From an optimization exercise on the open Yosys and OpenROAD flow, aimed at small area; shortcuts taken in it are not production practice. Function was checked by simulation only, so behaviour that the tests miss may differ from the original. The clock port is modelled as an ideal driver; clocking choices that lean on that would not hold on a real chip. Power is estimated from default activity; no workload was simulated.

[design/flow/design.v]
`default_nettype none
module aluCore (
    input  logic [32-1:0] ins,
    input  logic [32-1:0] opA,
    input  logic [32-1:0] opB,
    input  logic [3:0]             fl,
    input  logic                   zOld,
    output logic [32-1:0] aluY,
    output logic [3:0]             newFlags,
    output logic [3:0]             newEnc,
    output logic                   doWrite,
    output logic                   zNew
);
    localparam int W = 32;
    logic n, z, c, v;
    assign {n, z, c, v} = fl;
    logic [3:0] cond;
    logic       condPass;
    logic [1:0] cls;
    logic [3:0] opc;
    logic       mul;
    logic       dp;
    logic       regW;
    logic       exec;
    logic       noWrite;
    logic       logicOp;
    assign cond = ins[31:28];
    assign cls  = ins[27:26];
    assign opc  = ins[24:21];
    always_comb begin
        case (cond)
            4'h0:    condPass = z;
            4'h1:    condPass = !z;
            4'h2:    condPass = c;
            4'h3:    condPass = !c;
            4'h4:    condPass = n;
            4'h5:    condPass = !n;
            4'h6:    condPass = v;
            4'h7:    condPass = !v;
            4'h8:    condPass = c && !z;
            4'h9:    condPass = !c || z;
            4'hA:    condPass = n == v;
            4'hB:    condPass = n != v;
            4'hC:    condPass = !z && (n == v);
            4'hD:    condPass = z || (n != v);
            default: condPass = 1'b1;
        endcase
    end
    assign mul     = !ins[25] && ins[7:4] == 4'b1001 && opc == 4'b0000;
    assign dp      = cls == 2'd0 && !mul;
    assign regW    = cls == 2'd0 ? !mul :
                     cls == 2'd1 ? ins[20] && !(ins[25:20] == 6'b111111 && ins[7:4] == 4'b1111) :
                     1'b0;
    assign exec    = dp && condPass;
    assign noWrite = opc[3:2] == 2'b10;
    assign doWrite = exec && !noWrite;
    assign logicOp = ((opc) == 4'd0 || (opc) == 4'd1 || (opc) == 4'd8 || 
                         (opc) == 4'd9 || (opc) == 4'd12 || (opc) == 4'd13 || 
                         (opc) == 4'd14 || (opc) == 4'd15);
    logic [15:0]  rotDec;
    logic [W-1:0] immVal;
    logic [W-1:0] op2;
    logic [13:0] rotA;
    logic [W-1:0] rotB;
    always_comb begin
        for (int k = 0; k < 14; k++) begin
            rotA[k] = 1'b0;
            for (int s2 = 0; s2 < 4; s2++) begin
                if ((((k + 26) % 32 + 2*s2) % 32) < 8)
                    rotA[k] = rotA[k] | (ins[9:8] == s2 && ins[(((k + 26) % 32) + 2*s2) % 32]);
            end
        end
        for (int j = 0; j < W; j++) begin
            immVal[j] = 1'b0;
            for (int q = 0; q < 4; q++) begin
                if (((((j + 8*q) % 32) + 6) % 32) < 14)
                    immVal[j] = immVal[j] | (ins[11:10] == q && rotA[(((j + 8*q) % 32) + 6) % 32]);
            end
        end
    end
    assign op2 = ins[25] ? immVal : opB;
    logic invB;
    logic revS;
    logic cin;
    always_comb begin
        invB = 1'b0;
        revS = 1'b0;
        cin  = 1'b0;
        case (opc)
            4'd2, 4'd10: begin invB = 1'b1; cin = 1'b1; end
            4'd3:           begin invB = 1'b1; revS = 1'b1; end
            4'd5:           cin = c;
            4'd6:           begin invB = 1'b1; cin = c; end
            4'd7:           begin invB = 1'b1; revS = 1'b1; cin = !c; end
            4'd14, 4'd15: invB = 1'b1;
            default:            ;
        endcase
    end
    logic [3:0] lut;
    always_comb begin
        case (opc)
            4'd0, 4'd8, 4'd14: lut = 4'b1000;
            4'd1, 4'd9:          lut = 4'b0110;
            4'd12:                    lut = 4'b1110;
            4'd13, 4'd15:          lut = 4'b1010;
            default:                     lut = revS ? 4'b1001 : 4'b0110;
        endcase
    end
    localparam int H = W / 2;
    logic [W-1:0] y2;
    logic [H:0]   cLo;
    logic [H:0]   cHi0;
    logic [H:0]   cHi1;
    logic [W-1:0] cy;
    logic         cTop;
    assign y2 = op2 ^ {W{invB}};
    assign cLo[0]  = cin;
    assign cHi0[0] = 1'b0;
    assign cHi1[0] = 1'b1;
    for (genvar i = 0; i < H; i++) begin : gCarry
        assign cLo[i+1]  = (opA[i] & y2[i]) | (cLo[i] & (opA[i] | y2[i]));
        assign cHi0[i+1] = (opA[H+i] & y2[H+i]) | (cHi0[i] & (opA[H+i] | y2[H+i]));
        assign cHi1[i+1] = (opA[H+i] & y2[H+i]) | (cHi1[i] & (opA[H+i] | y2[H+i]));
        assign cy[i]     = cLo[i];
        assign cy[H+i]   = cLo[H] ? cHi1[i] : cHi0[i];
    end
    assign cTop = cLo[H] ? cHi1[H] : cHi0[H];
    for (genvar i = 0; i < W; i++) begin : gBit
        assign aluY[i] = lut[{opA[i], y2[i] ^ (!logicOp && cy[i])}];
    end
    logic cOut;
    logic ovf;
    assign cOut = cTop ^ revS;
    assign ovf  = cTop ^ cy[W-1];
    logic [3:0] aluFlags;
    logic [3:0] mask;
    logic       aluZ;
    assign aluZ     = aluY == '0;
    assign aluFlags = {aluY[W-1], aluZ, logicOp ? c : cOut, ovf};
    assign mask     = (exec && ins[20]) ? (logicOp ? 4'b1110 : 4'b1111) : 4'b0000;
    assign newFlags = (fl & ~mask) | (aluFlags & mask);
    assign newEnc = {exec, exec ? {ins[20], !noWrite} : cls, regW};
    assign zNew   = doWrite ? aluZ : zOld;
endmodule
`default_nettype wire
`default_nettype none
module dpCluster (
    input  logic       clk,
    input  logic       rstN,
    input  logic       wbCyc,
    input  logic       wbStb,
    input  logic       wbWe,
    input  logic [3:0] wbAdr,
    input  logic [32-1:0]      wbDatW,
    output logic [32-1:0]      wbDatR,
    output logic       wbAck
);
    localparam int W = 32;
    localparam int L = 4;
    logic [W-1:0] opA;
    logic [W-1:0] opB;
    logic [W-1:0] res   [L];
    logic [3:0]   flg   [L];
    logic [3:0]   rdS   [L];
    logic [3:0]   enc   [L];     
    logic [L-1:0] zS;            
    logic [L-1:0] done;
    logic [L-1:0] valid;         
    logic       take;
    logic [3:0] adrR;
    logic       weR;
    assign take = !wbAck && wbCyc && wbStb;
    always_ff @(posedge clk) begin
        wbAck <= rstN && take;
        adrR  <= wbAdr;
        weR   <= wbWe;
    end
    always_ff @(posedge clk) begin
        if (take && wbWe && wbAdr == 4'd0) opA <= wbDatW;
        if (take && wbWe && wbAdr == 4'd1) opB <= wbDatW;
    end
    logic [W-1:0] ins;
    logic [1:0]   iLane;
    logic         isIssue;
    logic [1:0]   sLane;
    logic         sValid;
    logic [3:0]   fl;
    logic         zOld;
    assign ins     = wbDatW;
    assign iLane   = {wbAdr[2], wbAdr[0]};
    assign sLane   = wbAck ? adrR[1:0] : iLane;
    assign sValid  = valid[sLane];
    assign isIssue = take && wbWe && wbAdr[3:1] != 3'b000 && wbAdr[3:1] != 3'b011 && !wbAdr[3];
    assign fl      = sValid ? flg[sLane] : 4'b0000;
    assign zOld    = !sValid || zS[sLane];
    logic [W-1:0] aluY;
    logic [3:0]   newFlags;
    logic [3:0]   newEnc;
    logic         doWrite;
    logic         zNew;
    aluCore uAlu (
        .ins      (ins),
        .opA      (opA),
        .opB      (opB),
        .fl       (fl),
        .zOld     (zOld),
        .aluY     (aluY),
        .newFlags (newFlags),
        .newEnc   (newEnc),
        .doWrite  (doWrite),
        .zNew     (zNew)
    );
    logic       clrSel;
    assign clrSel = wbAck && !weR && adrR[3:2] == 2'b11;
    for (genvar i = 0; i < L; i++) begin : gLane
        logic iss;
        assign iss      = isIssue && iLane == i;
        assign valid[i] = !enc[i][3] || enc[i][0];
        always_ff @(posedge clk) begin
            if (iss) begin
                flg[i]  <= newFlags;
                rdS[i]  <= ins[15:12];
                zS[i]   <= zNew;
            end
            if (!rstN) begin
                enc[i]  <= 4'b1000;
            end else if (iss) begin
                enc[i]  <= newEnc;
            end
            if (iss && doWrite) res[i] <= aluY;
            if (iss) begin
                done[i] <= 1'b1;
            end else if (clrSel && adrR[1:0] == i) begin
                done[i] <= 1'b0;
            end
        end
    end
    logic [3:0]  rEnc;
    logic [3:0]  rRd;
    logic [15:0] rStat;
    logic        rPcs;
    assign rEnc   = enc[sLane];
    assign rRd    = rdS[sLane];
    assign rPcs   = (rRd == 4'd15 && rEnc[0]) || (!rEnc[3] && rEnc[2:1] == 2'd2);
    assign rStat  = {zS[sLane], rEnc[3], rRd, rEnc[3] ? 2'b00 : rEnc[2:1], flg[sLane],
                     rEnc[3] && rEnc[2], rPcs, rEnc[3] && rEnc[1], done[sLane]};
    always_comb begin
        wbDatR = '0;
        if (adrR[3] && sValid) begin
            if (adrR[2]) begin
                wbDatR = {{(W-16){1'b0}}, rStat};
            end else if (!zS[sLane]) begin
                wbDatR = res[sLane];
            end
        end
    end
endmodule
`default_nettype wire
[design/flow/flow/run.sh]
#!/bin/bash
# The standard layout with four changes: ABC maps with the area script
# in area.abc, ports are buffered with buf_1, CTS builds the tree from small
# clock buffers without dummy loads, and the resizer may not use the largest
# buffers (on top of the platform's don't-use cells).
# Everything else, the synthesis passes and the register names included, is
# the standard flow's.
set -euo pipefail
HERE=$(pwd)
F=$HERE/flow

# ORFS synthesis, with abc_args pointed at our script (the -D period stays)
sed "/^read_checkpoint /a set abc_args [lreplace \$abc_args 1 1 $F/area.abc]" \
    "$FLOW_HOME/scripts/synth.tcl" > "$HERE/my_synth.tcl"
grep -q "area.abc" "$HERE/my_synth.tcl"
sed "s#\$::env(SCRIPTS_DIR)/synth.tcl#$HERE/my_synth.tcl#" synth_recipe.tcl > "$HERE/my_synth_recipe.tcl"
grep -q "my_synth.tcl" "$HERE/my_synth_recipe.tcl"

# The platform's don't-use list, plus the largest buffers
DU=$(make -s -C "$FLOW_HOME" DESIGN_CONFIG="$FLOW_CONFIG" print-DONT_USE_CELLS | sed 's/^DONT_USE_CELLS *[:=] *//')
echo "$DU" | grep -q "sky130_fd_sc_hd__probe_p_8"
DU="$DU sky130_fd_sc_hd__buf_8 sky130_fd_sc_hd__buf_12 sky130_fd_sc_hd__buf_16 sky130_fd_sc_hd__bufbuf_8 sky130_fd_sc_hd__bufbuf_16"
echo "$DU" > "$HERE/dont_use.txt"

bash standard.sh \
    "SYNTH_SCRIPT=$HERE/my_synth_recipe.tcl" \
    "DONT_USE_CELLS=$DU" \
    "REMOVE_ABC_BUFFERS=1" \
    "POST_CTS_TCL=$F/post_cts.tcl" \
    "BUFFER_PORTS_ARGS=-buffer_cell sky130_fd_sc_hd__buf_1" \
    "CTS_ARGS=-sink_clustering_enable -repair_clock_nets -dont_use_dummy_load -buf_list {sky130_fd_sc_hd__clkbuf_4} -sink_clustering_size 10 -sink_clustering_max_diameter 40" \
    finish > "$HERE/flow.log" 2>&1
[design/flow/flow/area.abc]
strash
&get -n
&fraig -x
&put
scorr
dc2
strash
&get -n
&dch -f
&nf -R 22
&put
[design/flow/flow/post_cts.tcl]
# After CTS: downsize cells that have slack, then repair slew, capacitance and
# setup again, and legalize.
estimate_parasitics -placement
repair_timing -recover_power 100 -verbose
repair_design -slew_margin 0 -cap_margin 0 -verbose
repair_timing -setup -verbose
detailed_placement
check_placement -verbose
[design/flow/standard.sh]
#!/bin/bash
# synth_recipe.tcl (not shown) runs the flow's synth.tcl, then flattens the netlist and writes it again
# the make line also repeats each setting of config.mk as NAME=value (left out here)
make -C /OpenROAD-flow-scripts/flow DESIGN_CONFIG=/design/flow/config.mk WORK_HOME=/design/flow/orfs CLKGATE_MAP_FILE= SYNTH_SCRIPT=/design/flow/synth_recipe.tcl "${@:-finish}"
[design/flow/config.mk]
export PLATFORM = sky130hd
export DESIGN_NAME = dpCluster
export DESIGN_NICKNAME = dpCluster
export VERILOG_FILES = /design/flow/design.v
export SDC_FILE = /design/flow/constraint.sdc
export NUM_CORES = 4
export LEC_CHECK = 0
export CAP_MARGIN = 0
export CORE_MARGIN = 2
export CORE_UTILIZATION = 65
export GPL_TIMING_DRIVEN = 0
export SLEW_MARGIN = 0
[design/flow/constraint.sdc]
create_clock -name core_clock -period 10.0 [get_ports {clk}]
set_input_delay 2.0000 -clock core_clock [delete_from_list [all_inputs] [get_ports {clk}]]
set_output_delay 2.0000 -clock core_clock [all_outputs]
set_load 0.01 [all_outputs]
==> results of run 1 <==
## final timing paths
| path | to | slack [ps] |
|---|---|---|
| setup / recovery | flg[1][2] | 140 |
| hold / removal | done[2] | 470 |
| setup reg to reg | flg[1][2] | 900 |
| hold reg to reg | done[2] | 470 |
## routing by layer
metal	track usage	wire length [um]	up-vias
met2	0.5054	15130	572
met4	0.1237	1122	0
met3	0.05506	3309	87
met5	0	0	-
li1	-	-	4089
met1	0.4666	12410	4430
## through the flow
step,hold slack (ps),util
2_1_floorplan,422.7,-
3_3_place_gp,435.0,0.6937
3_5_place_dp,452.6,0.7067
5_1_grt,495.7,0.7389
6_report,474.6,0.7389
## flip-flops by register name, summed over array words and instances (netlist names)
signal,count
rdS,16
enc,16
weR,1
adrR,4
flg,16
zS,4
done,4
wbAck,1
res,128
opB,32
opA,32
## area by class of cell
cell class,instances,area (um^2),share of cell area
Clock buffer,35,262.8,0.01973
Inverter,19,78.83,0.005919
Multi-Input combinational cell,685,4790,0.3596
Sequential cell,254,7367,0.5532
Tap cell,229,286.5,0.02151
Timing Repair Buffer,115,533.0,0.04002
## synth_stat cells (11+ instances only)
cell type / number / area [um^2]
a22o_1: 13 / 113.9
clkinv_1: 19 / 71.32
and2_0: 11 / 68.82
nor2_1: 90 / 337.8
o21ai_0: 33 / 165.2
nor3_1: 13 / 65.06
a221oi_1: 11 / 96.34
a222oi_1: 44 / 440.4
or2_0: 15 / 93.84
xor2_1: 41 / 359.1
nand2_1: 144 / 540.5
a21oi_1: 94 / 470.5
dfxtp_1: 26 / 520.5
xnor2_1: 27 / 236.5
a22oi_1: 12 / 90.09
mux4_2: 25 / 563.0
edfxtp_1: 228 / 6847
## cell usage in the layout, fill, tap and decap left out, types with 18 or more instances in the layout
cell,n
a21oi_1,91
a222oi_1,44
buf_1,50
buf_2,25
clkbuf_1,21
clkbuf_4,38
clkinv_1,18
dfxtp_1,26
edfxtp_1,228
mux4_2,25
nand2_1,142
nor2_1,84
o21ai_0,29
xnor2_1,25
xor2_1,41
## critical path, delay by kind of cell
kind / cells / cell delay (ps)
buffers and inverters: 1 / 160
AO/OA/AOI/OAI: 18 / 4240
AND/OR/NAND/NOR: 3 / 650
adder cells (fa/ha/maj): 6 / 2080
XOR/XNOR: 1 / 200
multiplexers: 2 / 970
## power groups by stage
| stage | clock network [mW] | logic [mW] | registers, mW |
|---|---|---|---|
| 6_report | 0.477 | 0.420 | 1.19 |
| 2_1_floorplan | 0 | 0.258 | 1.22 |
| 3_3_place_gp | 0 | 0.368 | 1.22 |
| 3_5_place_dp | 0 | 0.384 | 1.22 |
| 5_1_grt | 0.522 | 0.453 | 1.20 |
## kinds of logic after synthesis
kind of cell               count (synthesis)  synth area share
muxes                                     31           0.05238
buffers and inverters                     19          0.005971
adders and majority gates                  7          0.005867
DFF                                      254            0.6168
and+or+nand+nor                          316            0.1180
xor gates and xnor gates                  68           0.04986
AOI/OAI and AO/OA                        263            0.1512
==> impl_metrics.py, run 1 <==
metrics = {
    "critical_path": {
        "slowest_delay_ps": 630,
        "worstPathArrival_ps": 10330,
        "critPathMaxFanout": 9,
        "end_kind": "flip-flop",
        "cp.required_ps": 10470,
        "critical_path.startpoint": "wbAdr[2]",
        "worstRegToRegCells": 30,
        "timing_worst_setup_path_type": "input pin to flip-flop",
        "r2r-start": "wbAck",
        "critPathSlowestCell": "mux4_2",
        "startpoint_type": "input pin",
    },
    "timing": {
        "timing.fmax_mhz": 101.4,
        "timing.final.ws_setup_ps": 141.6,
        "tightest_slew_ps": 1232,
        "post-route-period-util": 0.9858,
        "hold_viol_final": 0,
        "skew_ps": 81.62,
        "report.final.slew_viol_count": 0,
        "relSlewSlack": 0.1789,
        "tns_ps": 0,
        "layout_min_cycle_time_ps": 9858,
        "finalSetupViolCount": 0,
    },
    "power": {
        "p_total_mw": 2.091,
        "p_clk_frac": 0.228,
        "ir_worst_vdd_v": 0.0001252,
        "p_int_mw": 1.505,
        "power.share.switching": 0.2806,
        "p_sw_mw": 0.5868,
        "p_comb_frac": 0.201,
        "powerDensity_nw_per_um2": 157.0,
        "p_leak_nw": 4.278,
        "seq_power_share": 0.571,
    },
    "cts": {
        "cts_sinks": 254,
        "clk_pin_slew_ps": 100,
        "cts_tree": "yes",
        "clkLatencyLatePin_ps": 650,
    },
    "outcome": {
        "status": "timing/DRC/antenna clean",
    },
    "layout": {
        "antennaDiodeCount": 0,
        "final_cells": 1337,
        "area_growth_pct": 11.50,
        "layout.nets": 1151,
        "drive_gt1_frac": 0.1363,
        "fillCellCount": 1269,
        "design_area_um2": 13320,
    },
    "grt": {
        "grt_max_degree": 35,
        "antenna_found_initial": 0,
        "grt_pass1_wl_um": 48280,
        "grt-ovfl-total": 0,
        "grt_pass1_vias": 8578,
        "grt.total_usage": 0.3243,
    },
    "route": {
        "wl_per_cell_um": 23.91,
        "drtIter0Drc": 1422,
        "wl_um": 31970,
        "routed_via_density": 6.865,
        "drcViolationCount": 0,
        "dr.pass1.iters": 7,
        "vias": 9178,
        "drtAntennaViolNets": 0,
    },
    "synth": {
        "synth-edff-count": 228,
        "yosys_warnings": 6,
        "synthArstFlopShare": 0,
        "synth_area_per_cell_um2": 12.47,
        "ys_seq_area_frac": 0.6168,
        "synth_cells": 958,
        "synth_flop_cell": "edfxtp_1",
        "ys_types": 51,
        "synth_area_um2": 11940,
        "synth_seq_cells": 254,
    },
    "floorplanning": {
        "start_util": 0.6626,
        "die_w_um": 139.6,
        "ios": 74,
        "die_h_um": 139.6,
        "dieArea_um2": 19480,
        "std_cell_rows": 49,
        "core_um2": 18020,
    },
    "placement": {
        "place.gp.congestion": 0.9085,
        "placed_area_um2": 12740,
        "port_buffers": 73,
        "dp.cells": 1273,
        "post-place-ws_ps": -3323,
        "hpwl_um": 21240,
    },
    "job": {
        "max_cap_violations": 0,
    },
    "hold_path": {
        "hp-class": "flip-flop to flip-flop",
        "hold_depth": 2,
        "hold_path.startpoint": "done[2]",
    },
}
==> run 2, diff against run 1 <==
==> design/flow/flow/area.abc (replaced) <==
strash
&get -n
&fraig -x
&put
scorr
dc2
strash
&get -n
&dch -f
&nf -R 8
&put
==> run 2 against run 1 <==
  * Still clean
  * Fmax is 2.3% higher
  * Via count is 1.1% lower
  * Final cell count hardly changed
  * First-iteration DRC count is 6.3% lower
  * Routed wire length is 3.0% lower
  * Synthesized cell count is 1.3% higher
  * Final area is 0.84% lower
  * Count of clock-buffer cells in the layout is 1 higher
  * Critical endpoint is now flg[2][2]
  * Largest power group unchanged
==> impl_metrics.py, run 2 <==
metrics = {
    "floorplanning": {
        "ios": 74,
        "std_cell_rows": 49,
        "dieArea_um2": 19600,
        "core_um2": 18020,
        "start_util": 0.6669,
        "die_h_um": 140.0,
        "die_w_um": 140.0,
    },
    "grt": {
        "grt_max_degree": 35,
        "grt_pass1_vias": 8707,
        "grt-ovfl-total": 0,
        "grt_pass1_wl_um": 47980,
        "antenna_found_initial": 1,
        "grt.total_usage": 0.3195,
    },
    "synth": {
        "yosys.area.top_type": "edfxtp_1",
        "synth_top_area_share": 0.5696,
        "synth_cells": 970,
        "synth_area_per_cell_um2": 12.39,
        "synth_seq_cells": 254,
        "yosys_warnings": 6,
        "synth-edff-count": 228,
        "synthTopCellsByCount": "edfxtp_1, nand2_1, nor2_1",
        "ys_seq_area_frac": 0.6129,
        "synthArstFlopShare": 0,
        "synth_area_um2": 12020,
        "synth_flop_cell": "edfxtp_1",
        "synth_most_common_cell": "edfxtp_1",
        "synth_area_leaders": "edfxtp_1, mux4_2, dfxtp_1",
        "ys_types": 52,
    },
    "timing": {
        "finalSetupViolCount": 0,
        "timing.final.ws_setup_ps": 361.0,
        "layout_min_cycle_time_ps": 9639,
        "report.final.slew_viol_count": 0,
        "post-route-period-util": 0.9639,
        "hold_viol_final": 0,
        "rsz0062_at_grt": "no",
        "tightest_slew_ps": 1205,
        "relSlewSlack": 0.1935,
        "timing.fmax_mhz": 103.7,
        "skew_ps": 75.41,
        "timing.hold.ws_ps": 459.4,
    },
    "hold_path": {
        "hp-class": "flip-flop to flip-flop",
    },
    "route": {
        "drtIter0Drc": 1333,
        "routed_via_density": 6.791,
        "dr.pass1.iters": 7,
        "drtAntennaViolNets": 0,
        "drcViolationCount": 0,
        "vias": 9073,
        "wl_per_cell_um": 23.20,
        "wl_um": 31000,
    },
    "layout": {
        "reg_top3": "res: 128 flops, opA: 32 flops, opB: 32 flops",
        "area_growth_pct": 9.868,
        "drive_gt1_frac": 0.1076,
        "top_register": "res",
        "final_cells": 1336,
        "final_cell_mix": "edfxtp_1, nand2_1, nor2_1",
        "layout_commonest_cell": "edfxtp_1",
        "largest_reg_flops": 128,
        "layout.nets": 1149,
        "final_util": 0.7327,
    },
    "placement": {
        "post-place-ws_ps": -3081,
        "dp.cells": 1284,
        "place.gp.congestion": 0.9279,
        "hpwl_um": 21040,
        "port_buffers": 73,
    },
    "critical_path": {
        "cp_common_cell": "o311ai_2",
        "worstPathArrival_ps": 10040,
        "startpoint_type": "input pin",
        "timing_worst_setup_path_type": "input pin to flip-flop",
        "end_kind": "flip-flop",
        "slowest_delay_ps": 610,
        "critPathSlowestCell": "mux4_2",
        "cp.required_ps": 10410,
        "critPathMaxFanout": 9,
    },
    "outcome": {
        "status": "timing/DRC/antenna clean",
    },
    "cts": {
        "clk_pin_slew_ps": 100,
        "clkLatencyLatePin_ps": 640,
        "cts_sinks": 254,
        "cts_tree": "yes",
    },
    "power": {
        "ir_worst_vdd_v": 0.0001211,
        "p_leak_nw": 4.236,
        "powerDensity_nw_per_um2": 157.1,
        "p_total_mw": 2.075,
    },
    "job": {
        "max_cap_violations": 0,
    },
}
==> run 2: changes by cell type after synthesis, moves of 4 or more <==
cell / previous run / this run
or4_1: 5 / 9
xor2_1: 41 / 47
xnor2_1: 27 / 21
nand2_1: 144 / 131
nor2_1: 90 / 101
a21oi_1: 94 / 90
clkinv_1: 19 / 27
maj3_1: 7 / 2
==> run 2: final cells by class <==
class / instances / area (um^2)
Inverter: 27 / 106.4
Multi-Input combinational cell: 689 / 4720
Antenna cell: 1 / 2.502
Fill cell: 1301 / 4818
Tap cell: 229 / 286.5
Clock buffer: 36 / 270.3
Sequential cell: 254 / 7367
Timing Repair Buffer: 100 / 454.2
==> run 2: final timing paths <==
path,from,to,slack (ps),cells past startpoint
hold reg to reg,done[2],done[2],460,2
hold / removal,done[2],done[2],460,2
setup / recovery,wbAdr[2],flg[2][2],360,28
setup reg to reg,wbAck,flg[2][2],1130,27
==> run 2: report_power, final <==
part           internal, mW  switching [mW]
Sequential             1.19         0.00528
Combinational         0.142           0.253
Clock                 0.166           0.318
Total                  1.50           0.576
==> run 2: through the flow <==
step / instance area [um^2] / TNS [ps]
2_1_floorplan: 12020 / -20130
3_3_place_gp: 12580 / -329600
3_5_place_dp: 12810 / -131510
5_1_grt: 13210 / 0
6_report: 13210 / 0
==> run 2: worst max-delay path, delay by kind of cell <==
kind | cells | cell delay, ps
xor+xnor | 1 | 180
compound gates | 17 | 4970
simple gates | 5 | 1180
fa+ha+maj | 1 | 270
mux | 3 | 1270
buf+inv | 1 | 160
==> run 2: per-layer routing <==
layer / routed length [um] / GRT usage
met1: 12250 / 0.4502
met2: 14110 / 0.4863
met3: 3451 / 0.07658
met4: 1186 / 0.1316
met5: 0 / 0
==> run 2: cell families (layout without fill, tap and decap cells) <==
kind of cell,Yosys count,count (layout),share of synthesized area
AND/OR/NAND/NOR,323,323,0.1214
AO/OA/AOI/OAI,264,264,0.1532
flip-flops,254,254,0.6129
XOR/XNOR,68,68,0.04955
multiplexers,32,32,0.05288
buffers and inverters,27,163,0.008432
adder cells (fa/ha/maj),2,2,0.001666
other,0,1,0
==> run 3, diff against run 2 <==
--- a/design/flow/flow/run.sh
+++ b/design/flow/flow/run.sh
@@ -25,7 +25,6 @@
 bash standard.sh \
     "SYNTH_SCRIPT=$HERE/my_synth_recipe.tcl" \
     "DONT_USE_CELLS=$DU" \
-    "REMOVE_ABC_BUFFERS=1" \
     "POST_CTS_TCL=$F/post_cts.tcl" \
     "BUFFER_PORTS_ARGS=-buffer_cell sky130_fd_sc_hd__buf_1" \
     "CTS_ARGS=-sink_clustering_enable -repair_clock_nets -dont_use_dummy_load -buf_list {sky130_fd_sc_hd__clkbuf_4} -sink_clustering_size 10 -sink_clustering_max_diameter 40" \
==> design/flow/flow/area.abc (replaced) <==
strash
&get -n
&fraig -x
&put
scorr
dc2
strash
&get -n
&dch -f
&nf -R 15
&put
==> run 3 against run 2 <==
  * Still clean
  * Hold slack improved by 9.1 ps
  * Count of clock-buffer cells in the layout increased by 1
  * Synthesized cell count decreased by 0.62%
  * Final cell count decreased by 0.82%
  * Power increased by 0.74%
  * Worst setup slack got worse by 28 ps
  * Combinational power increased by 3%
  * Critical path depth increased by 1
  * Non-clock buffer count decreased by 5
  * Critical path type unchanged
==> impl_metrics.py, run 3 <==
metrics = {
    "timing": {
        "relSlewSlack": 0.1060,
        "tightest_slew_ps": 1341,
        "layout_min_cycle_time_ps": 9667,
        "skew_ps": 86.52,
        "timing.final.ws_setup_ps": 332.8,
        "timing.fmax_mhz": 103.4,
        "post-route-period-util": 0.9667,
        "rsz0062_at_grt": "no",
        "hold_viol_final": 0,
        "report.final.slew_viol_count": 0,
        "finalSetupViolCount": 0,
    },
    "layout": {
        "antennaDiodeCount": 0,
        "drive_gt1_frac": 0.1068,
        "top_register": "res",
        "design_area_um2": 13140,
        "layout_commonest_cell": "edfxtp_1",
        "layout.nets": 1139,
        "final_cell_mix": "edfxtp_1, nand2_1, nor2_1",
        "reg_top3": "res: 128 flops, opA: 32 flops, opB: 32 flops",
        "largest_reg_flops": 128,
        "area_growth_pct": 9.887,
        "final_cells": 1325,
        "final_util": 0.7291,
        "fillCellCount": 1275,
    },
    "placement": {
        "dp.cells": 1278,
        "place.gp.congestion": 0.9381,
        "port_buffers": 73,
        "post-place-ws_ps": -2840,
        "hpwl_um": 21190,
        "placed_area_um2": 12750,
    },
    "synth": {
        "ys_seq_area_frac": 0.6160,
        "synth_area_leaders": "edfxtp_1, mux4_2, nand2_1",
        "synth_seq_cells": 254,
        "synth_cells": 964,
        "syn-num-nets": 1005,
        "synth-edff-count": 228,
        "synth_most_common_cell": "edfxtp_1",
        "synth_area_um2": 11960,
        "synthArstFlopShare": 0,
        "synth_flop_cell": "edfxtp_1",
        "synth_area_per_cell_um2": 12.41,
        "synthTopCellsByCount": "edfxtp_1, nand2_1, nor2_1",
        "synth_top_area_share": 0.5725,
        "yosys_warnings": 6,
        "yosys.area.top_type": "edfxtp_1",
        "ys_types": 51,
    },
    "critical_path": {
        "timing_worst_setup_path_type": "input pin to flip-flop",
        "worstRegToRegCells": 30,
        "critPathMaxFanout": 33,
        "worstPathArrival_ps": 10020,
        "startpoint_type": "input pin",
        "critPathSlowestCell": "mux4_2",
        "end_kind": "flip-flop",
        "cp_common_cell": "o311a_1",
        "slowest_delay_ps": 600,
        "cp.required_ps": 10350,
    },
    "cts": {
        "clkLatencyLatePin_ps": 650,
        "cts_tree": "yes",
        "clk_pin_slew_ps": 100,
        "cts_sinks": 254,
    },
    "route": {
        "drcViolationCount": 0,
        "drtIter0Drc": 1416,
        "vias": 9114,
        "drtAntennaViolNets": 0,
        "wl_per_cell_um": 23.49,
        "dr.pass1.iters": 8,
        "routed_via_density": 6.878,
        "wl_um": 31130,
    },
    "floorplanning": {
        "die_w_um": 139.6,
        "core_um2": 18020,
        "dieArea_um2": 19500,
        "std_cell_rows": 49,
        "start_util": 0.6635,
        "die_h_um": 139.6,
        "ios": 74,
    },
    "grt": {
        "grt-ovfl-total": 0,
        "antenna_found_initial": 0,
        "grt.total_usage": 0.3197,
        "grt_max_degree": 35,
        "grt_pass1_wl_um": 47950,
        "grt_pass1_vias": 8565,
    },
    "power": {
        "p_leak_nw": 4.195,
        "powerDensity_nw_per_um2": 159.0,
        "ir_worst_vdd_v": 0.0001028,
        "p_total_mw": 2.090,
    },
    "outcome": {
        "status": "timing/DRC/antenna clean",
    },
    "hold_path": {
        "hp-class": "flip-flop to flip-flop",
        "hold_depth": 2,
    },
    "job": {
        "max_cap_violations": 0,
    },
}
run 3: metrics by stage:
| stage | hold WS [ps] | setup TNS, ps |
|---|---|---|
| 6_report | 468.5 | 0 |
| 5_1_grt | 473.0 | 0 |
| 3_5_place_dp | 453.9 | -92300 |
| 3_3_place_gp | 434.1 | -210140 |
| 2_1_floorplan | 422.7 | 0 |
run 3: worst paths after layout:
kind | to | startpoint | slack (ps)
setup reg to reg | flg[0][2] | wbAck | 1200
setup / recovery | flg[0][2] | wbDatW[25] | 330
hold reg to reg | done[3] | done[3] | 470
hold / removal | done[3] | done[3] | 470
run 3: layout make-up:
cell class                 instances  area (um^2)  area share
sequential                       254         7367      0.5606
multi-input combinational        697         4735      0.3603
timing repair buffer              95        421.7     0.03209
tap                              229        286.5     0.02180
clock buffer                      37        277.8     0.02114
inverter                          13        53.80    0.004094
run 3: logic make-up after synthesis:
group / Yosys count / share of synthesized area
AO/OA/AOI/OAI: 265 / 0.1529
buffers and inverters: 13 / 0.004081
XOR/XNOR: 68 / 0.04980
flip-flops: 254 / 0.6160
AND/OR/NAND/NOR: 331 / 0.1232
adder cells (fa/ha/maj): 2 / 0.001674
multiplexers: 31 / 0.05231
run 3: where the power goes:
| group | internal, mW | switching [mW] | total, mW |
|---|---|---|---|
| clock | 0.170 | 0.317 | 0.487 |
| combinational | 0.145 | 0.263 | 0.407 |
| sequential | 1.19 | 0.00518 | 1.20 |
| total | 1.51 | 0.585 | 2.09 |
run 3: layer usage:
layer	global-route usage	routed length, um	vias up
li1	-	-	4099
met1	0.4581	12210	4330
met5	0	0	-
met2	0.4923	14490	605
met4	0.1242	1093	0
met3	0.06297	3334	80
run 3: critical path, delay by kind of cell:
kind            cells  cell delay [ps]
compound gates     20             5100
simple gates        2              550
fa+ha+maj           2              720
xor+xnor            2              460
buf+inv             2              550
mux                 1              600
==> run 4, diff against run 3 <==
--- a/design/flow/flow/run.sh
+++ b/design/flow/flow/run.sh
@@ -1,10 +1,16 @@
 #!/bin/bash
-# The standard layout with four changes: ABC maps with the area script
-# in area.abc, ports are buffered with buf_1, CTS builds the tree from small
-# clock buffers without dummy loads, and the resizer may not use the largest
-# buffers (on top of the platform's don't-use cells).
-# Everything else, the synthesis passes and the register names included, is
-# the standard flow's.
+# The standard layout with these changes:
+#  - ABC maps with the script in area.abc; the synthesis passes, and so the
+#    register names and cell types, are the standard synthesis's;
+#  - the floorplan removes ABC's buffers instead of sizing cells for timing
+#    on ideal wires;
+#  - ports are buffered with buf_1;
+#  - CTS builds the tree from clkbuf_4 in small clusters, without dummy loads;
+#  - the resizer may not use the largest buffers (on top of the platform's
+#    don't-use cells);
+#  - after CTS, post_cts.tcl downsizes cells that have slack, then repairs
+#    slew, capacitance and setup again.
+# Make's output goes to flow.log; each ORFS step logs to orfs/logs/.
 set -euo pipefail
 HERE=$(pwd)
 F=$HERE/flow
@@ -25,6 +31,7 @@
 bash standard.sh \
     "SYNTH_SCRIPT=$HERE/my_synth_recipe.tcl" \
     "DONT_USE_CELLS=$DU" \
+    "REMOVE_ABC_BUFFERS=1" \
     "POST_CTS_TCL=$F/post_cts.tcl" \
     "BUFFER_PORTS_ARGS=-buffer_cell sky130_fd_sc_hd__buf_1" \
     "CTS_ARGS=-sink_clustering_enable -repair_clock_nets -dont_use_dummy_load -buf_list {sky130_fd_sc_hd__clkbuf_4} -sink_clustering_size 10 -sink_clustering_max_diameter 40" \
--- a/design/flow/config.mk
+++ b/design/flow/config.mk
@@ -7,6 +7,6 @@
 export LEC_CHECK = 0
 export CAP_MARGIN = 0
 export CORE_MARGIN = 2
-export CORE_UTILIZATION = 65
+export CORE_UTILIZATION = 70
 export GPL_TIMING_DRIVEN = 0
 export SLEW_MARGIN = 0
==> run 4 against run 3 <==
  * Routed wire length decreased by 1.0%
  * Clock power decreased by 1%
  * Sequential cell count unchanged
  * Via count increased by 0.82%
  * Die area decreased by 6.9%
  * Largest power group unchanged
==> impl_metrics.py, run 4 <==
metrics = {
    "route": {
        "drtAntennaViolNets": 0,
        "drcViolationCount": 0,
        "vias": 9189,
        "wl_per_cell_um": 23.34,
        "routed_via_density": 6.961,
        "wl_um": 30810,
        "dr.pass1.iters": 7,
        "drtIter0Drc": 1525,
    },
    "layout": {
        "final_util": 0.7938,
        "reg_top3": "res: 128 flops, opA: 32 flops, opB: 32 flops",
        "drive_gt1_frac": 0.1128,
        "final_cell_mix": "edfxtp_1, nand2_1, a21oi_1",
        "largest_reg_flops": 128,
        "top_register": "res",
        "area_growth_pct": 10.46,
        "layout.nets": 1142,
        "layout_commonest_cell": "edfxtp_1",
    },
    "hold_path": {
        "hold_depth": 2,
        "hold_path.startpoint": "done[3]",
        "hp-class": "flip-flop to flip-flop",
    },
    "synth": {
        "synth_area_leaders": "edfxtp_1, mux4_2, nand2_1",
        "synth_flop_cell": "edfxtp_1",
        "synthSimpleGateAreaFrac": 0.1232,
        "synthTopCellsByCount": "edfxtp_1, nand2_1, nor2_1",
        "synth_most_common_cell": "edfxtp_1",
        "synth_area_um2": 11960,
        "synth_compound_gate_area_share": 0.1529,
        "synth_xor_area_frac": 0.04980,
        "synth_top_area_share": 0.5725,
        "yosys.area.top_type": "edfxtp_1",
        "synthArstFlopShare": 0,
        "synth_area_per_cell_um2": 12.41,
        "ys_types": 51,
        "synth-edff-count": 228,
        "yosys_warnings": 6,
        "synth.area.mux_share": 0.05231,
        "synth_seq_cells": 254,
        "ys_seq_area_frac": 0.6160,
        "synthAdderAreaFrac": 0.001674,
        "synth_cells": 964,
        "synth_top_family_by_area": "compound AO/OA/AOI/OAI gates",
    },
    "timing": {
        "layout_min_cycle_time_ps": 9755,
        "skew_ps": 70.24,
        "hold_viol_final": 0,
        "timing.final.ws_setup_ps": 245.1,
        "timing.fmax_mhz": 102.5,
        "tns_ps": 0,
        "report.final.slew_viol_count": 0,
        "rsz0062_at_grt": "no",
        "relSlewSlack": 0.1065,
        "post-route-period-util": 0.9755,
        "finalSetupViolCount": 0,
        "tightest_slew_ps": 1328,
    },
    "floorplanning": {
        "die_h_um": 134.7,
        "std_cell_rows": 47,
        "ios": 74,
        "dieArea_um2": 18150,
        "start_util": 0.7186,
        "core_um2": 16640,
        "die_w_um": 134.7,
    },
    "critical_path": {
        "startpoint_type": "input pin",
        "cp.required_ps": 10270,
        "r2r_slack_ps": 1000,
        "cp_common_cell": "o311a_1",
        "regToRegEndpoint": "zS[2]",
        "end_kind": "flip-flop",
        "critPathSlowestCell": "mux4_2",
        "critical_path.startpoint": "wbAdr[0]",
        "timing_worst_setup_path_type": "input pin to flip-flop",
        "endpoint": "zS[2]",
        "cp_num_cells": 30,
        "worstRegToRegCells": 29,
        "slowest_delay_ps": 580,
        "worstPathArrival_ps": 10030,
        "critPathMaxFanout": 9,
        "cp_top_family": "compound AO/OA/AOI/OAI gates",
        "r2r-start": "wbAck",
        "path_buf_inv": 1,
    },
    "cts": {
        "cts_sinks": 254,
        "clk_pin_slew_ps": 90,
        "cts_tree": "yes",
        "clkLatencyLatePin_ps": 650,
    },
    "grt": {
        "grt_pass1_wl_um": 46260,
        "grt_max_degree": 35,
        "grt.total_usage": 0.3399,
        "antenna_found_initial": 1,
        "grt-ovfl-total": 0,
        "grt_pass1_vias": 8485,
    },
    "placement": {
        "hpwl_um": 21080,
        "port_buffers": 73,
        "place.gp.congestion": 0.9463,
        "post-place-ws_ps": -2675,
    },
    "power": {
        "p_total_mw": 2.083,
        "powerDensity_nw_per_um2": 157.7,
        "p_leak_nw": 4.230,
        "ir_worst_vdd_v": 0.0001159,
    },
    "outcome": {
        "status": "timing/DRC/antenna clean",
    },
    "job": {
        "max_cap_violations": 0,
    },
}
==> run 4: cell counts after synthesis <==
Identical to the previous run, type by type.
==> run 4: routing by layer <==
metal	vias up	share of wire	track usage
met5	-	0	0
met2	642	0.48	0.5443
met4	0	0.039	0.1450
met3	95	0.11	0.05443
met1	4340	0.38	0.4708
li1	4112	-	-
==> run 4: kinds of logic (layout without fill, tap and decap cells) <==
logic type	count (synthesis)	count (layout)
other cells	0	1
simple gates	331	331
buf+inv	13	148
xor+xnor	68	68
mux	31	31
fa+ha+maj	2	2
flops	254	254
compound gates	265	265
==> run 4: worst min path at each step <==
stage / end / slack [ps]
after detailed placement: done[2] / 440
after global placement: done[2] / 430
after global routing: done[2] / 480
after floorplan: done[3] / 420
final: done[3] / 450
==> run 4: where the power goes <==
part / switching (mW) / internal, mW / leakage, nW
Combinational: 0.262 / 0.146 / 1.80
Clock: 0.314 / 0.166 / 0.166
Sequential: 0.00539 / 1.19 / 2.27
Total: 0.581 / 1.50 / 4.23
==> run 4: worst reg2reg max path, delay by kind of cell, from the launching register on <==
family          cells  cell delay (ps)
compound gates     22             5610
flops               1              640
simple gates        2              360
fa+ha+maj           2              710
mux                 2             1080
xor+xnor            1              230
==> run 4: stage by stage <==
| stage | instances | instance area (um^2) | hold slack (ps) |
|---|---|---|---|
| 6_report | 1320 | 13210 | 454.8 |
| 5_1_grt | 1320 | 13210 | 476.5 |
| 3_5_place_dp | 1269 | 12740 | 437.9 |
| 3_3_place_gp | 1257 | 12510 | 434.2 |
| 2_1_floorplan | 964 | 11960 | 422.7 |
==> run 4: area by class of cell <==
type,instances,area (um^2)
multi-input combinational,697,4760
inverter,13,53.80
clock buffer,36,270.3
tap,220,275.3
antenna,1,2.502
timing repair buffer,99,481.7
fill,1049,3432
sequential,254,7367
==> run 5, diff against run 4 <==
--- a/design/flow/config.mk
+++ b/design/flow/config.mk
@@ -7,6 +7,6 @@
 export LEC_CHECK = 0
 export CAP_MARGIN = 0
 export CORE_MARGIN = 2
-export CORE_UTILIZATION = 70
+export CORE_UTILIZATION = 60
 export GPL_TIMING_DRIVEN = 0
 export SLEW_MARGIN = 0
==> run 5 against run 4 <==
  * Via count shrank 2.2%
  * Critical endpoint is now flg[0][2]
  * Final area shrank 0.17%
  * Largest cell class unchanged
  * Critical path type unchanged
  * Still clean on timing, DRC and antenna
  * Utilization shrank 12 points
  * Clock power grew 2%
  * Synthesized area is the same
==> impl_metrics.py, run 5 <==
metrics = {
    "power": {
        "seq_power_share": 0.571,
        "ir_worst_vdd_v": 0.0001450,
        "p_int_mw": 1.513,
        "p_sw_mw": 0.5799,
        "p_clk_frac": 0.235,
        "p_comb_frac": 0.193,
        "powerDensity_nw_per_um2": 158.7,
        "p_leak_nw": 4.201,
        "power.share.switching": 0.2771,
    },
    "floorplanning": {
        "start_util": 0.6125,
        "die_w_um": 145.2,
        "die_h_um": 145.2,
        "std_cell_rows": 51,
        "core_um2": 19530,
        "dieArea_um2": 21080,
        "ios": 74,
    },
    "grt": {
        "grt-ovfl-total": 0,
        "grt_max_degree": 35,
        "grt.total_usage": 0.2993,
        "grt_pass1_wl_um": 48220,
        "antenna_found_initial": 1,
        "grt_pass1_vias": 8366,
    },
    "timing": {
        "report.final.slew_viol_count": 0,
        "relSlewSlack": 0.1379,
        "tns_ps": 0,
        "timing.fmax_mhz": 103.8,
        "post-route-period-util": 0.9638,
        "tightest_slew_ps": 1293,
        "timing.final.ws_setup_ps": 362.1,
        "layout_min_cycle_time_ps": 9638,
        "skew_ps": 91.49,
        "rsz0062_at_grt": "no",
        "finalSetupViolCount": 0,
        "hold_viol_final": 0,
    },
    "route": {
        "drtIter0Drc": 1214,
        "drcViolationCount": 0,
        "dr.pass1.iters": 8,
        "vias": 8990,
        "drtAntennaViolNets": 0,
        "routed_via_density": 6.591,
        "wl_per_cell_um": 23.07,
        "wl_um": 31470,
    },
    "critical_path": {
        "timing_worst_setup_path_type": "input pin to flip-flop",
        "worstPathArrival_ps": 10000,
        "endpoint": "flg[0][2]",
        "critical_path.startpoint": "wbAdr[0]",
        "critPathSlowestCell": "mux4_2",
        "end_kind": "flip-flop",
        "startpoint_type": "input pin",
        "regToRegEndpoint": "flg[0][2]",
        "critPathMaxFanout": 9,
        "slowest_delay_ps": 620,
        "cp.required_ps": 10360,
        "r2r-start": "wbAck",
        "cp_common_cell": "o311a_1",
        "worstRegToRegCells": 29,
        "r2r_slack_ps": 1140,
    },
    "synth": {
        "yosys_warnings": 6,
        "synth_seq_cells": 254,
        "synth_area_per_cell_um2": 12.41,
        "synth_top_area_share": 0.5725,
        "synthTopCellsByCount": "edfxtp_1, nand2_1, nor2_1",
        "synth_flop_cell": "edfxtp_1",
        "ys_seq_area_frac": 0.6160,
        "synthArstFlopShare": 0,
        "yosys.area.top_type": "edfxtp_1",
        "synth_cells": 964,
        "synth-edff-count": 228,
        "synth_area_um2": 11960,
        "synth_area_leaders": "edfxtp_1, mux4_2, nand2_1",
        "ys_types": 51,
        "synth_most_common_cell": "edfxtp_1",
    },
    "placement": {
        "place.gp.congestion": 0.8901,
        "hpwl_um": 21230,
        "port_buffers": 73,
        "placed_area_um2": 12800,
        "post-place-ws_ps": -2857,
    },
    "layout": {
        "drive_gt1_frac": 0.1029,
        "design_area_um2": 13190,
        "final_cell_mix": "edfxtp_1, nand2_1, nor2_1",
        "area_growth_pct": 10.27,
        "layout.nets": 1141,
        "layout_commonest_cell": "edfxtp_1",
        "largest_reg_flops": 128,
        "top_register": "res",
        "final_util": 0.6754,
        "reg_top3": "res: 128 flops, opA: 32 flops, opB: 32 flops",
    },
    "cts": {
        "clkLatencyLatePin_ps": 650,
        "clk_pin_slew_ps": 90,
        "cts_sinks": 254,
        "cts_tree": "yes",
    },
    "job": {
        "max_cap_violations": 0,
    },
    "hold_path": {
        "hp-class": "flip-flop to flip-flop",
    },
    "outcome": {
        "status": "timing/DRC/antenna clean",
    },
}
run 5: cell families after synthesis:
| family | synth area share |
|---|---|
| buffers and inverters | 0.004081 |
| DFF | 0.6160 |
| AOI/OAI and AO/OA | 0.1529 |
| muxes | 0.05231 |
| adders and majority gates | 0.001674 |
| xor gates and xnor gates | 0.04980 |
| and+or+nand+nor | 0.1232 |
run 5: final cells by class:
type,instances,area (um^2)
repair buffers,95,422.9
diodes,1,2.502
fillers,1563,6339
well taps,265,331.6
multi-input cells,697,4717
inverters,13,53.80
clock buffers,39,292.8
flip-flops and latches,254,7367
run 5: per-layer routing:
metal | global-route usage | part of all wire | vias to the layer above
li1 | - | - | 4086
met1 | 0.4415 | 0.42 | 4392
met2 | 0.4614 | 0.47 | 449
met3 | 0.04088 | 0.082 | 63
met4 | 0.1098 | 0.032 | 0
met5 | 0 | 0 | -
run 5: metrics by stage:
stage / total power, mW / std cells / hold slack [ps]
after detailed placement: 1.606 / 1314 / 440.0
final: 2.092 / 1364 / 457.6
after floorplan: 1.478 / 964 / 422.7
after global placement: 1.593 / 1302 / 435.0
after global routing: 2.177 / 1364 / 487.2
run 5: critical path, delay by kind of cell:
kind	cells	cell delay, ps
fa+ha+maj	2	710
simple gates	2	330
buf+inv	1	160
compound gates	22	5530
xor+xnor	1	230
mux	2	1000
run 5: power by group through the flow:
| stage | logic, mW | registers [mW] | clock network, mW |
|---|---|---|---|
| 5_1_grt | 0.438 | 1.20 | 0.543 |
| 6_report | 0.404 | 1.20 | 0.493 |
| 3_3_place_gp | 0.374 | 1.22 | 0 |
| 3_5_place_dp | 0.387 | 1.22 | 0 |
| 2_1_floorplan | 0.260 | 1.22 | 0 |
run 5: how the worst min path moves through the flow:
stage	startpoint	endpoint	depth (start not counted)
detailed placement	done[3]	done[3]	2
global route	done[2]	done[2]	2
floorplan	done[3]	done[3]	2
global placement	done[3]	done[3]	2
finish	done[2]	done[2]	2
==> run 6, diff against run 5 <==
--- a/design/flow/config.mk
+++ b/design/flow/config.mk
@@ -7,6 +7,6 @@
 export LEC_CHECK = 0
 export CAP_MARGIN = 0
 export CORE_MARGIN = 2
-export CORE_UTILIZATION = 60
+export CORE_UTILIZATION = 65
 export GPL_TIMING_DRIVEN = 0
 export SLEW_MARGIN = 0
==> run 6 against run 5 <==
  * Still clean on timing, DRC and antenna
  * Sequential cell count did not move
  * Utilization grew 4.9 points
  * Synthesized area stayed put
  * Critical path depth is the same
  * Final cell count fell by 3.3%
  * Worst setup slack better by 53 ps
  * Largest cell class unchanged
==> impl_metrics.py, run 6 <==
metrics = {
    "synth": {
        "synth_cells": 964,
        "synth_flop_cell": "edfxtp_1",
        "synthArstFlopShare": 0,
        "ys_types": 51,
        "ys_seq_area_frac": 0.6160,
        "synthTopCellsByCount": "edfxtp_1, nand2_1, nor2_1",
        "synth-edff-count": 228,
        "synth_top_area_share": 0.5725,
        "yosys_warnings": 6,
        "yosys.area.top_type": "edfxtp_1",
        "synth_area_um2": 11960,
        "synth_area_per_cell_um2": 12.41,
        "synth_seq_cells": 254,
        "synth_most_common_cell": "edfxtp_1",
        "synth_area_leaders": "edfxtp_1, mux4_2, nand2_1",
    },
    "timing": {
        "tns_ps": 0,
        "post-route-period-util": 0.9585,
        "finalSetupViolCount": 0,
        "tightest_slew_ps": 1373,
        "report.final.slew_viol_count": 0,
        "relSlewSlack": 0.08444,
        "skew_ps": 80.06,
        "timing.fmax_mhz": 104.3,
        "hold_viol_final": 0,
        "layout_min_cycle_time_ps": 9585,
    },
    "grt": {
        "grt-ovfl-total": 0,
        "grt_pass1_vias": 8433,
        "grt.met3_usage": 0.05919,
        "grt_pass1_wl_um": 47530,
        "grt.total_usage": 0.3162,
        "grt_use_met1": 0.4629,
        "grt.met2_usage": 0.4796,
        "antenna_found_initial": 1,
        "gr-max-usage-layer": "met2",
        "grt_max_degree": 35,
    },
    "layout": {
        "ff_latch_area_um2": 7367,
        "final_cell_mix": "edfxtp_1, nand2_1, nor2_1",
        "layout.nets": 1132,
        "top_register": "res",
        "fillCellCount": 1266,
        "area_growth_pct": 9.176,
        "multi_input_area_um2": 4688,
        "drive_gt1_frac": 0.09091,
        "layout_commonest_cell": "edfxtp_1",
        "largest_reg_flops": 128,
        "reg_top3": "res: 128 flops, opA: 32 flops, opB: 32 flops",
    },
    "cts": {
        "cts_sinks": 254,
        "clk_pin_slew_ps": 70,
        "cts_tree": "yes",
        "clkLatencyLatePin_ps": 650,
    },
    "power": {
        "p_int_mw": 1.496,
        "p_leak_nw": 4.151,
        "p_clk_frac": 0.234,
        "power.share.switching": 0.2799,
        "p_total_mw": 2.078,
        "powerDensity_nw_per_um2": 159.2,
        "p_sw_mw": 0.5818,
        "ir_worst_vdd_v": 0.0001276,
        "p_comb_frac": 0.191,
        "seq_power_share": 0.575,
    },
    "floorplanning": {
        "start_util": 0.6635,
        "die_h_um": 139.6,
        "std_cell_rows": 49,
        "die_w_um": 139.6,
        "dieArea_um2": 19500,
        "core_um2": 18020,
        "ios": 74,
    },
    "placement": {
        "port_buffers": 73,
        "hpwl_um": 20810,
        "place.gp.congestion": 0.9499,
    },
    "route": {
        "wl_per_cell_um": 23.20,
        "drtAntennaViolNets": 0,
        "wl_um": 30600,
        "routed_via_density": 6.820,
        "dr.pass1.iters": 9,
        "drcViolationCount": 0,
        "drtIter0Drc": 1249,
        "vias": 8995,
    },
    "critical_path": {
        "end_kind": "flip-flop",
        "cp.required_ps": 10310,
        "timing_worst_setup_path_type": "input pin to flip-flop",
        "cp_common_cell": "o311a_1",
        "slowest_delay_ps": 620,
        "r2r-start": "wbAck",
        "regToRegEndpoint": "zS[0]",
        "startpoint_type": "input pin",
        "r2r_slack_ps": 1190,
        "critPathMaxFanout": 9,
        "worstPathArrival_ps": 9890,
        "critPathSlowestCell": "mux4_2",
        "worstRegToRegCells": 29,
    },
    "outcome": {
        "status": "timing/DRC/antenna clean",
    },
    "hold_path": {
        "hold_depth": 2,
        "hp-class": "flip-flop to flip-flop",
        "hold_end": "done[3]",
        "hold_path.startpoint": "done[3]",
    },
    "job": {
        "max_cap_violations": 0,
    },
}
-- run 6: cell counts after synthesis --
Identical to the previous run, type by type.
-- run 6: power groups by stage --
stage / logic, mW / registers [mW] / clock network (mW)
2_1_floorplan: 0.260 / 1.22 / 0
3_3_place_gp: 0.370 / 1.22 / 0
3_5_place_dp: 0.383 / 1.22 / 0
5_1_grt: 0.429 / 1.20 / 0.530
6_report: 0.396 / 1.20 / 0.487
-- run 6: layout make-up --
class,instances,share of cell area
sequential,254,0.5643
multi-input combinational,697,0.3591
timing repair buffer,89,0.02971
tap,229,0.02195
clock buffer,36,0.02070
inverter,13,0.004121
antenna,1,0.0001917
-- run 6: worst max path at each step --
| stage | startpoint | end | slack [ps] | depth (start not counted) |
|---|---|---|---|---|
| 2_1_floorplan | wbDatW[23] | zS[0] | -880 | 28 |
| 3_3_place_gp | wbDatW[24] | flg[0][2] | -3570 | 27 |
| 3_5_place_dp | wbDatW[25] | flg[0][2] | -2760 | 28 |
| 5_1_grt | wbAdr[0] | zS[3] | -20 | 30 |
| 6_report | wbAdr[0] | zS[0] | 410 | 30 |
-- run 6: stage by stage --
stage	std cells	hold WS [ps]	cell area, um^2	worst slack [ps]	utilization
floorplan	964	422.7	11960	-877.3	-
finish	1319	456.2	13060	414.9	0.7244
global route	1319	472.8	13060	-20.97	0.7244
detailed placement	1278	456.0	12750	-2759	0.7076
global placement	1266	433.1	12520	-3566	0.6946
-- run 6: worst max-delay path: cells and delay by family --
kind	cells	cell delay (ps)
xor+xnor	1	230
compound gates	22	5430
simple gates	2	340
fa+ha+maj	2	700
mux	2	1000
buf+inv	1	160
-- run 6: routing by layer --
layer	vias up	wire (um)
li1	4072	-
met1	4313	12480
met2	535	14070
met3	75	3009
met4	0	1037
met5	-	0
-- run 6: kinds of logic (layout without fill, tap and decap cells) --
group	Yosys count	after routing	share of synthesized area
adders and majority gates	2	2	0.001674
AOI/OAI and AO/OA	265	265	0.1529
and+or+nand+nor	331	331	0.1232
other	0	1	0
buffers and inverters	13	138	0.004081
DFF	254	254	0.6160
muxes	31	31	0.05231
xor gates and xnor gates	68	68	0.04980
==> run 7, diff against run 6 <==
--- a/design/flow/config.mk
+++ b/design/flow/config.mk
@@ -9,4 +9,5 @@
 export CORE_MARGIN = 2
 export CORE_UTILIZATION = 65
 export GPL_TIMING_DRIVEN = 0
+export PLACE_DENSITY = 0.85
 export SLEW_MARGIN = 0
==> run 7 against run 6 <==
  * Critical path depth is the same
  * Still clean
  * Utilization grew 0.15 points
  * Synthesized cell count is the same
  * Routed wire length grew 6.8%
  * Largest cell class unchanged
  * Critical endpoint is now zS[3]
  * Via count grew 5.6%
  * Worst setup slack lost 210 ps
  * Final cell count grew 0.23%
  * Sequential power is essentially flat
==> impl_metrics.py, run 7 <==
metrics = {
    "outcome": {
        "status": "timing/DRC/antenna clean",
    },
    "route": {
        "m1WireLength_um": 11960,
        "wl_met2_um": 15280,
        "wl_um": 32680,
        "top_layer": "met4",
        "routed_via_density": 7.187,
        "drcViolationCount": 0,
        "drtIter0Drc": 1927,
        "wl_met3_um": 3942,
        "drtAntennaViolNets": 0,
        "dr.pass1.iters": 10,
        "vias": 9501,
        "wl_per_cell_um": 24.72,
    },
    "timing": {
        "layout_min_cycle_time_ps": 9790,
        "report.final.slew_viol_count": 0,
        "timing.final.ws_setup_ps": 209.8,
        "finalSetupViolCount": 0,
        "timing.fmax_mhz": 102.1,
        "hold_viol_final": 0,
        "tightest_slew_ps": 1377,
        "timing.hold.ws_ps": 477.9,
        "relSlewSlack": 0.08227,
        "post-route-period-util": 0.9790,
        "skew_ps": 83.34,
    },
    "floorplanning": {
        "ios": 74,
        "dieArea_um2": 19500,
        "die_h_um": 139.6,
        "std_cell_rows": 49,
        "die_w_um": 139.6,
        "core_um2": 18020,
        "start_util": 0.6635,
    },
    "critical_path": {
        "endpoint": "zS[3]",
        "regToRegEndpoint": "zS[3]",
        "startpoint_type": "input pin",
        "r2r-start": "wbAck",
        "critPathMaxFanout": 9,
        "timing_worst_setup_path_type": "input pin to flip-flop",
        "cp_common_cell": "o311a_1",
        "critPathSlowestCell": "mux4_2",
        "end_kind": "flip-flop",
        "r2r_slack_ps": 980,
        "critical_path.startpoint": "wbAdr[0]",
        "slowest_delay_ps": 630,
        "cp.required_ps": 10330,
        "worstPathArrival_ps": 10120,
        "worstRegToRegCells": 29,
    },
    "synth": {
        "synthArstFlopShare": 0,
        "synth_top_area_share": 0.5725,
        "synth_area_per_cell_um2": 12.41,
        "yosys.area.top_type": "edfxtp_1",
        "synth_most_common_cell": "edfxtp_1",
        "synth-edff-count": 228,
        "synth_seq_cells": 254,
        "synth_area_leaders": "edfxtp_1, mux4_2, nand2_1",
        "yosys_warnings": 6,
        "ys_types": 51,
        "synth_cells": 964,
        "synth_area_um2": 11960,
        "synthTopCellsByCount": "edfxtp_1, nand2_1, nor2_1",
        "synth_flop_cell": "edfxtp_1",
        "ys_seq_area_frac": 0.6160,
    },
    "placement": {
        "post-place-ws_ps": -2672,
        "port_buffers": 73,
        "place.gp.congestion": 1.015,
        "placed_area_um2": 12750,
        "hpwl_um": 21950,
        "dp.cells": 1278,
    },
    "layout": {
        "largest_reg_flops": 128,
        "area_growth_pct": 9.395,
        "top_register": "res",
        "final_cells": 1322,
        "reg_top3": "res: 128 flops, opA: 32 flops, opB: 32 flops",
        "layout_commonest_cell": "edfxtp_1",
        "design_area_um2": 13080,
        "drive_gt1_frac": 0.09615,
        "layout.nets": 1135,
        "final_cell_mix": "edfxtp_1, nand2_1, nor2_1",
    },
    "power": {
        "powerDensity_nw_per_um2": 159.8,
        "p_leak_nw": 4.167,
        "p_total_mw": 2.090,
        "ir_worst_vdd_v": 0.0001126,
    },
    "cts": {
        "cts_sinks": 254,
        "clkLatencyLatePin_ps": 650,
        "cts_tree": "yes",
        "clk_pin_slew_ps": 100,
    },
    "grt": {
        "grt_pass1_vias": 9034,
        "antenna_found_initial": 1,
        "grt_max_degree": 37,
        "grt-ovfl-total": 0,
        "grt_pass1_wl_um": 50570,
        "grt.total_usage": 0.3362,
    },
    "hold_path": {
        "hold_depth": 2,
        "hp-class": "flip-flop to flip-flop",
    },
    "job": {
        "max_cap_violations": 0,
    },
}
## run 7: worst max-delay path: cells and delay by family
family	cells	cell delay [ps]
xor gates and xnor gates	1	250
adders and majority gates	2	690
and+or+nand+nor	2	350
AOI/OAI and AO/OA	22	5610
buffers and inverters	1	180
muxes	2	1020
## run 7: worst min-delay path by stage
stage                       start      end  slack, ps
final                     done[3]  done[3]        480
after floorplan           done[3]  done[3]        420
after global routing      done[3]  done[3]        490
after global placement    done[3]  done[3]        440
after detailed placement  done[3]  done[3]        460
## run 7: cell families after synthesis
| family | after synthesis | synth area share |
|---|---|---|
| multiplexers | 31 | 0.05231 |
| buffers and inverters | 13 | 0.004081 |
| AND/OR/NAND/NOR | 331 | 0.1232 |
| adder cells (fa/ha/maj) | 2 | 0.001674 |
| XOR/XNOR | 68 | 0.04980 |
| AO/OA/AOI/OAI | 265 | 0.1529 |
| flip-flops | 254 | 0.6160 |
## run 7: stage by stage
step | utilization | TNS [ps]
floorplan | - | -15820
global placement | 0.6946 | -217530
detailed placement | 0.7076 | -86800
global route | 0.7258 | -437.0
finish | 0.7258 | 0
## run 7: layout make-up
class | count | area [um^2]
inverters | 13 | 53.80
fillers | 1227 | 4942
clock buffers | 35 | 262.8
well taps | 229 | 286.5
diodes | 1 | 2.502
repair buffers | 93 | 412.9
multi-input cells | 697 | 4697
flip-flops and latches | 254 | 7367
## run 7: metal layers
layer,global-route usage,vias up
li1,-,4078
met1,0.4723,4498
met2,0.5253,786
met3,0.06160,139
met4,0.1432,0
met5,0,-
## run 7: where the power goes
part | internal, mW | switching, mW | total (mW)
registers | 1.19 | 0.00596 | 1.20
clock network | 0.162 | 0.325 | 0.487
logic | 0.142 | 0.266 | 0.407
total | 1.49 | 0.596 | 2.09
==> run 8, diff against run 7 <==
--- a/design/flow/flow/run.sh
+++ b/design/flow/flow/run.sh
@@ -34,5 +34,5 @@
     "REMOVE_ABC_BUFFERS=1" \
     "POST_CTS_TCL=$F/post_cts.tcl" \
     "BUFFER_PORTS_ARGS=-buffer_cell sky130_fd_sc_hd__buf_1" \
-    "CTS_ARGS=-sink_clustering_enable -repair_clock_nets -dont_use_dummy_load -buf_list {sky130_fd_sc_hd__clkbuf_4} -sink_clustering_size 10 -sink_clustering_max_diameter 40" \
+    "CTS_ARGS=-sink_clustering_enable -repair_clock_nets -dont_use_dummy_load -buf_list {sky130_fd_sc_hd__clkbuf_4} -sink_clustering_size 11 -sink_clustering_max_diameter 45" \
     finish > "$HERE/flow.log" 2>&1
--- a/design/flow/config.mk
+++ b/design/flow/config.mk
@@ -9,5 +9,4 @@
 export CORE_MARGIN = 2
 export CORE_UTILIZATION = 65
 export GPL_TIMING_DRIVEN = 0
-export PLACE_DENSITY = 0.85
 export SLEW_MARGIN = 0
==> run 8 against run 7 <==
  * Via count fell by 5.4%
  * Final area fell by 0.65%
  * Die area did not move
  * Fmax rose by 1.6%
  * Largest cell class unchanged
  * Critical path depth did not move
  * Hold slack got worse by 6.5 ps
  * Sequential share of layout area rose by 0.37 points
  * Sequential cell count did not move
  * Synthesized cell count did not move
==> impl_metrics.py, run 8 <==
metrics = {
    "outcome": {
        "status": "timing/DRC/antenna clean",
    },
    "critical_path": {
        "cp.required_ps": 10330,
        "cp_top_family": "compound AO/OA/AOI/OAI gates",
        "worstPathArrival_ps": 9970,
        "startpoint_type": "input pin",
        "critPathMaxFanout": 9,
        "timing_worst_setup_path_type": "input pin to flip-flop",
        "end_kind": "flip-flop",
        "critPathSlowestCell": "mux4_2",
        "path_buf_inv": 1,
        "slowest_delay_ps": 630,
    },
    "synth": {
        "ys_types": 51,
        "yosys_warnings": 6,
        "synth_area_per_cell_um2": 12.41,
        "synth_flop_cell": "edfxtp_1",
        "synth_area_um2": 11960,
        "synth_area_leaders": "edfxtp_1, mux4_2, nand2_1",
        "synth-edff-count": 228,
        "yosys.area.top_type": "edfxtp_1",
        "synthTopCellsByCount": "edfxtp_1, nand2_1, nor2_1",
        "synthArstFlopShare": 0,
        "synth_cells": 964,
        "synth_most_common_cell": "edfxtp_1",
        "synth_seq_cells": 254,
        "ys_seq_area_frac": 0.6160,
        "synth_top_area_share": 0.5725,
    },
    "route": {
        "wl_um": 30400,
        "drtAntennaViolNets": 0,
        "top_layer": "met4",
        "drtIter0Drc": 1410,
        "routed_via_density": 6.842,
        "m1WireLength_um": 12100,
        "vias": 8984,
        "dr.pass1.iters": 9,
        "wl_met2_um": 14170,
        "wl_met3_um": 3118,
        "drcViolationCount": 0,
        "wl_per_cell_um": 23.16,
    },
    "cts": {
        "cts_sinks": 254,
        "cts_tree": "yes",
        "clk_pin_slew_ps": 120,
        "clkLatencyLatePin_ps": 690,
    },
    "placement": {
        "place.gp.congestion": 0.9499,
        "hpwl_um": 20810,
        "port_buffers": 73,
        "placed_area_um2": 12750,
        "post-place-ws_ps": -2759,
    },
    "layout": {
        "design_area_um2": 13000,
        "layout.nets": 1126,
        "largest_reg_flops": 128,
        "reg_top3": "res: 128 flops, opA: 32 flops, opB: 32 flops",
        "top_register": "res",
        "final_cell_mix": "edfxtp_1, nand2_1, nor2_1",
        "final_util": 0.7211,
        "layout_commonest_cell": "edfxtp_1",
        "drive_gt1_frac": 0.08310,
        "area_growth_pct": 8.684,
    },
    "grt": {
        "grt-ovfl-total": 0,
        "antenna_found_initial": 1,
        "grt_pass1_vias": 8418,
        "grt.total_usage": 0.3135,
        "grt_pass1_wl_um": 47470,
        "grt_max_degree": 35,
    },
    "job": {
        "max_cap_violations": 0,
    },
    "floorplanning": {
        "std_cell_rows": 49,
        "dieArea_um2": 19500,
        "die_w_um": 139.6,
        "die_h_um": 139.6,
        "ios": 74,
        "start_util": 0.6635,
        "core_um2": 18020,
    },
    "power": {
        "power.share.switching": 0.2796,
        "powerDensity_nw_per_um2": 156.6,
        "p_comb_frac": 0.194,
        "seq_power_share": 0.587,
        "ir_worst_vdd_v": 0.0001058,
        "p_leak_nw": 4.122,
        "p_clk_frac": 0.219,
        "p_sw_mw": 0.5693,
        "p_int_mw": 1.467,
    },
    "timing": {
        "report.final.slew_viol_count": 0,
        "hold_viol_final": 0,
        "layout_min_cycle_time_ps": 9634,
        "timing.final.ws_setup_ps": 366.4,
        "tightest_slew_ps": 1347,
        "post-route-period-util": 0.9634,
        "timing.fmax_mhz": 103.8,
        "timing.hold.ws_ps": 471.5,
        "skew_ps": 66.70,
        "tns_ps": 0,
        "finalSetupViolCount": 0,
        "relSlewSlack": 0.1020,
    },
    "hold_path": {
        "hp-class": "flip-flop to flip-flop",
    },
}
[run 8: worst paths after layout]
kind                            endpoint  slack [ps]  cells past startpoint     start
worst min-delay path             done[3]         470                      2   done[3]
worst max-delay path               zS[0]         370                     30  wbAdr[2]
worst max register to register     zS[0]        1080                     29     wbAck
worst min register to register   done[3]         470                      2   done[3]
[run 8: worst register-to-register path, delay by kind of cell, from the launching register on]
kind / cells / cell delay (ps)
DFF: 1 / 630
and+or+nand+nor: 2 / 240
muxes: 2 / 1140
adders and majority gates: 2 / 700
AOI/OAI and AO/OA: 22 / 5640
xor gates and xnor gates: 1 / 230
[run 8: through the flow]
stage	total power, mW	instances
6_report	2.036	1313
5_1_grt	2.113	1313
3_5_place_dp	1.602	1278
3_3_place_gp	1.588	1266
2_1_floorplan	1.478	964
[run 8: layout make-up]
| cell class | instances | area [um^2] |
|---|---|---|
| Multi-Input combinational cell | 697 | 4674 |
| Sequential cell | 254 | 7367 |
| Inverter | 13 | 53.80 |
| Tap cell | 229 | 286.5 |
| Antenna cell | 1 | 2.502 |
| Timing Repair Buffer | 89 | 387.9 |
| Clock buffer | 30 | 225.2 |
| Fill cell | 1252 | 5027 |
[run 8: kinds of logic after synthesis]
| family | Yosys count | synth area share |
|---|---|---|
| simple gates | 331 | 0.1232 |
| compound gates | 265 | 0.1529 |
| flops | 254 | 0.6160 |
| xor+xnor | 68 | 0.04980 |
| mux | 31 | 0.05231 |
| buf+inv | 13 | 0.004081 |
| fa+ha+maj | 2 | 0.001674 |
[run 8: power by group through the flow]
| stage | registers, mW | logic (mW) | clock network (mW) |
|---|---|---|---|
| 6_report | 1.20 | 0.395 | 0.446 |
| 5_1_grt | 1.20 | 0.428 | 0.490 |
| 3_5_place_dp | 1.22 | 0.383 | 0 |
| 3_3_place_gp | 1.22 | 0.370 | 0 |
| 2_1_floorplan | 1.22 | 0.260 | 0 |
[run 8: per-layer routing]
layer	GRT usage	vias up
li1	-	4065
met1	0.4663	4299
met2	0.4830	545
met3	0.04646	75
met4	0.1063	0
met5	0	-

separate check: timing with driven ports:
How much do the figures lean on ideal ports? The routed layouts below were timed once more, with nothing changed but the port constraints. Step 1, drivers: a clkbuf_16 drives clk and a buf_2 each remaining input, both assumed. Step 2 times the ports against the registers' clock, not the clock port: input delays grow and output delays shrink by t, the midpoint of the rising clock arrivals with the driver on. Slacks: ideal / step 1 / step 2; pairs: ideal / step 1.
run | shift t [ns] | slack for setup (ns)
run 1 | 0.651 | 0.142 / 0.157 / -0.494
run 2 | 0.647 | 0.361 / 0.381 / -0.265
run 3 | 0.649 | 0.333 / 0.349 / -0.300
run 4 | 0.650 | 0.245 / 0.262 / -0.388
run 5 | 0.648 | 0.362 / 0.378 / -0.270
run 6 | 0.656 | 0.415 / 0.436 / -0.220
run 7 | 0.643 | 0.210 / 0.225 / -0.419
run 8 | 0.704 | 0.366 / 0.379 / -0.325
With both steps, setup timing fails in every run listed, where it was met with ideal ports.
